Background: an optimization exercise with open tools, aiming at small area, a short achievable clock period and few clock cycles. Do not read the settings as production practice. At most, simulation tests tie the RTL to the original design; equivalence was not proved. No activity file was given, so power comes from the tool's default toggle rates.

## v1
// buddy_block_allocator
module buddy_block_allocator #(
    parameter int MAX_ORDER = 5,
    parameter int ID_WIDTH  = 16
) (
    input  wire         i_clk,
    input  wire         i_rst_n,
    input  wire         i_cfg_wr_en,
    input  wire [2:0]   i_cfg_wr_data,     
    input  wire         i_s_axis_tvalid,
    output logic        o_s_axis_tready,
    input  wire [31:0]  i_s_axis_tdata,    
    input  wire [0:0]   i_s_axis_tuser,    
    output logic        o_m_axis_tvalid,
    input  wire         i_m_axis_tready,
    output logic [15:0] o_m_axis_tdata,    
    output logic [1:0]  o_m_axis_tuser,    
    output logic        o_m_axis_tlast     
);
    localparam int NS = 32;                
    logic [5:0]          r_lvlok;          
    logic [31:1]         r_split;          
    logic [NS-1:0]       r_used;           
    logic [ID_WIDTH-1:0] r_owner [NS];     
    logic [5:0]          r_count;          
    logic [5:1]          r_pend;           
    logic [5:0]          r_free;           
    logic [5:0]          r_pair;           
    logic                r_cv;
    logic                r_cfunc;
    logic [ID_WIDTH-1:0] r_cid;
    logic                r_cidnz;
    logic [5:0]          r_cge;            
    logic                r_qact;
    logic [NS-1:0]       r_qh;             
    logic [15:0]         r_qv;             
    logic [5:0]          r_qe2;            
    logic                r_qlast;          
    logic                r_ready;          
    logic                r_av;
    logic [1:0]          r_akind;
    logic [15:0]         r_avalue;
    logic                r_alast;
    logic                r_bv;
    logic [1:0]          r_bkind;
    logic                r_blast;
    logic [5:0]    w_lvl_ok;               
    logic [63:1]   w_exists;
    logic [63:1]   w_fl;                   
    logic [63:1]   w_first;                
    logic [5:0]    w_fitl;                 
    logic [5:0]    w_osel;                 
    logic [NS-1:0] w_sel;
  ...
==> flow/config.mk <==
export PLATFORM = sky130hd
export DESIGN_NAME = buddy_block_allocator
export DESIGN_NICKNAME = buddy_block_allocator
export VERILOG_FILES = /design/flow/design.v
export SDC_FILE = /design/flow/constraint.sdc
export NUM_CORES = 4
export LEC_CHECK = 0
export CAP_MARGIN = 20
export CORE_MARGIN = 2
export CORE_UTILIZATION = 40
export CTS_CLUSTER_DIAMETER = 90
export CTS_CLUSTER_SIZE = 28
export SETUP_SLACK_MARGIN = 2.85
export SLEW_MARGIN = 20
==> flow/constraint.sdc <==
create_clock -name core_clock -period 5.0 [get_ports {i_clk}]
set_input_delay 1.0000 -clock core_clock [delete_from_list [all_inputs] [get_ports {i_clk}]]
set_output_delay 1.0000 -clock core_clock [all_outputs]
set_load 0.01 [all_outputs]
standard.sh (not shown) runs the stock make flow with config.mk's settings and CLKGATE_MAP_FILE= SYNTH_SCRIPT=/design/flow/synth_recipe.tcl, a recipe that flattens the netlist after the stock synthesis.
==> flow/flow/run.sh <==
#!/bin/bash
set -euo pipefail
export BUFFER_PORTS_ARGS="-buffer_cell sky130_fd_sc_hd__buf_2"
bash standard.sh > flow_make.log 2>&1
v1 went all the way through synthesis, placement and routing and the layout is clean on timing, DRC and antenna.
Testbench counts of v1, summed over its fixed seeds: cycles 2,690.
## Diff of input files: v52 against v1
- changing CTS_CLUSTER_DIAMETER from 90 to 80
- changing SETUP_SLACK_MARGIN from 2.85 to 2.7
- changing CTS_CLUSTER_SIZE from 28 to 24
## What came out
Relative to v1, relative slew slack has increased by 0.31 points in v52. Timing startpoint of the critical path: r_used[28]$_SDFFE_PN0P_ -> v52, r_qh[4]$_DFFE_PP_ -> v1. Relative to v1, critical path depth increased by 2 in v52. When v52 is set beside v1, its post-detailed-placement half-perimeter wirelength turns out to be 2000 um larger. Total power: v52 above v1. v52 against v1; combined area of the multi-input logic cells is down by a little under 10%. Summary of v52 over v1: number of vias after detailed routing moved down, sum of met2 wire segment lengths after detailed routing about even. v1 ended up with met4 as its highest metal layer with signal wires; v52 ended up with met5. v52 vs v1: register share of the cell area up in v52. Looking only at number of buffers added for setup after CTS, and setting everything else aside, the higher value of v1 and v52 goes to v1. Compared to v1, v52 shows a narrower setup margin. Looking at capturing instance or port of the critical path, the r_qh[4]$_DFFE_PP_ result is from v1; the r_qv[0]$_DFFE_PP_ one comes from v52.
diff inputs: v52 => v39
- swapping 80 for 90 in CTS_CLUSTER_DIAMETER
- swapping 24 for 28 in CTS_CLUSTER_SIZE
--- outcome ---
Between v39 and v52, internal power consumption is lower for v39, v52 comes in above that.
Wire length after detailed routing, v39 and v52: higher on v52
Re worst setup slack: v52 was lower than v39.
| transition time at the pin with the least slew margin | lower: v52 |
Number of instances in the synthesized netlist delta (v52 -> v39): insignificant
Re area growth from synthesis to final layout: v39 is 0.53 points down on v52.
Compared with v52, v39 improves global-route wire length before repair.
Of v39 and v52, the run reporting the higher data required time at the worst endpoint was v39.
v39 vs. v52: routed metal-1 wirelength saw a decrease; met3 usage saw a decrease.
## Diff of input files: v43 against v39
- changing SETUP_SLACK_MARGIN from 2.7 to 2.6
## What came out
For v43, the cell with the biggest individual delay on the critical path was and2_2, unlike v39, where it was edfxtp_1.
v43 has number of buffers inserted to repair setup after CTS below what v39 had.
Measured against each other, v43 and v39 differ in detailed-route wire length on metal 1, the higher figure coming from v43.
Sort v43 and v39 by wire length on met3, descending, and v39 comes first.
v43 ends up with a wire length of the first global-routing pass that is 3300 um higher than in v39.
v43 ended up with a lower layout-stage area growth over the synthesis result than v39 did.
First element of the critical path: r_qh[16]$_DFFE_PP_ -> v39, r_qh[22]$_SDFFE_PP0P_ -> v43
| area fraction of clock buffers and clock inverters | v43 vs v39 | ≈ equal |
Between v43 and v39, the clock power does not differ in any meaningful way.
Between v43 and v39, the part of the total power dissipated in the clock network does not differ in any meaningful way.

---

buddy_block_allocator, a different RTL version from the one above (not shown whole).
For scale: ~1900 cells after synthesis, about 720 flip-flops, roughly 62 I/O pins, about 28000 um2 of cells after synthesis.
export LEC_CHECK = 0
export CAP_MARGIN = 20
export CORE_MARGIN = 2
export CORE_UTILIZATION = 40
export CTS_CLUSTER_DIAMETER = 80
export CTS_CLUSTER_SIZE = 24
export SETUP_SLACK_MARGIN = 2.7
export SLEW_MARGIN = 20
create_clock -name core_clock -period 5.0 [get_ports {i_clk}]
Scripts as last shown in full above: flow/flow/run.sh
Then changed:
--- a/flow/config.mk
+++ b/flow/config.mk
@@ -9,6 +9,6 @@
 export CORE_MARGIN = 2
 export CORE_UTILIZATION = 40
-export CTS_CLUSTER_DIAMETER = 80
-export CTS_CLUSTER_SIZE = 24
+export CTS_CLUSTER_DIAMETER = 90
+export CTS_CLUSTER_SIZE = 28
 export SETUP_SLACK_MARGIN = 2.7
 export SLEW_MARGIN = 20
Result:
- critical path depth stays the same
- area after synthesis stays the same
- global-route usage hardly moves
- non-clock buffer count rises by 16
- clock-buffer cell count falls by 7
- first-iteration DRC count went down by a few percent
- final cell count is about the same
- routed wire length came out higher slightly
- power falls by a few percent
- register-to-register slack is about the same
No run of this note included a check of the RTL's function; only the layout flow was run.

[what the ideal ports hide]
In the flow no input, the clock included, has a driving cell. The finished layouts below were timed again as built, in two steps. Step 1 assumes that a clkbuf_16 drives the clock port and a buf_2 every other input. Step 2 moves the port delays by t, midway between the first and last clock arrival at a register: inputs arrive t later, outputs are due t later. That takes back most of the time a late clock gives input paths. Slacks: ideal ports / drivers / drivers and shift; pairs: ideal ports / drivers.
run | t (ns) | slack for setup (ns) | worst register clock-pin slew, ns | pins driven straight from the clock port
v1 | 0.701 | 2.689 / 2.685 / 2.334 | 0.11 / 0.11 | 1
v52 | 0.653 | 2.628 / 2.628 / 2.330 | 0.11 / 0.11 | 1
v39 | 0.712 | 2.685 / 2.653 / 2.154 | 0.12 / 0.12 | 1
v43 | 0.706 | 2.608 / 2.608 / 2.117 | 0.12 / 0.12 | 1
the first run of note 2 | 0.659 | 2.610 / 2.610 / 2.257 | 0.10 / 0.10 | 1
the second run of note 2 | 0.699 | 2.612 / 2.612 / 2.247 | 0.11 / 0.11 | 1
After both steps setup and hold are still met in every run listed. The setup slack of v39, which loses most, moves by -0.032 ns with the drivers and by -0.531 ns with both steps.
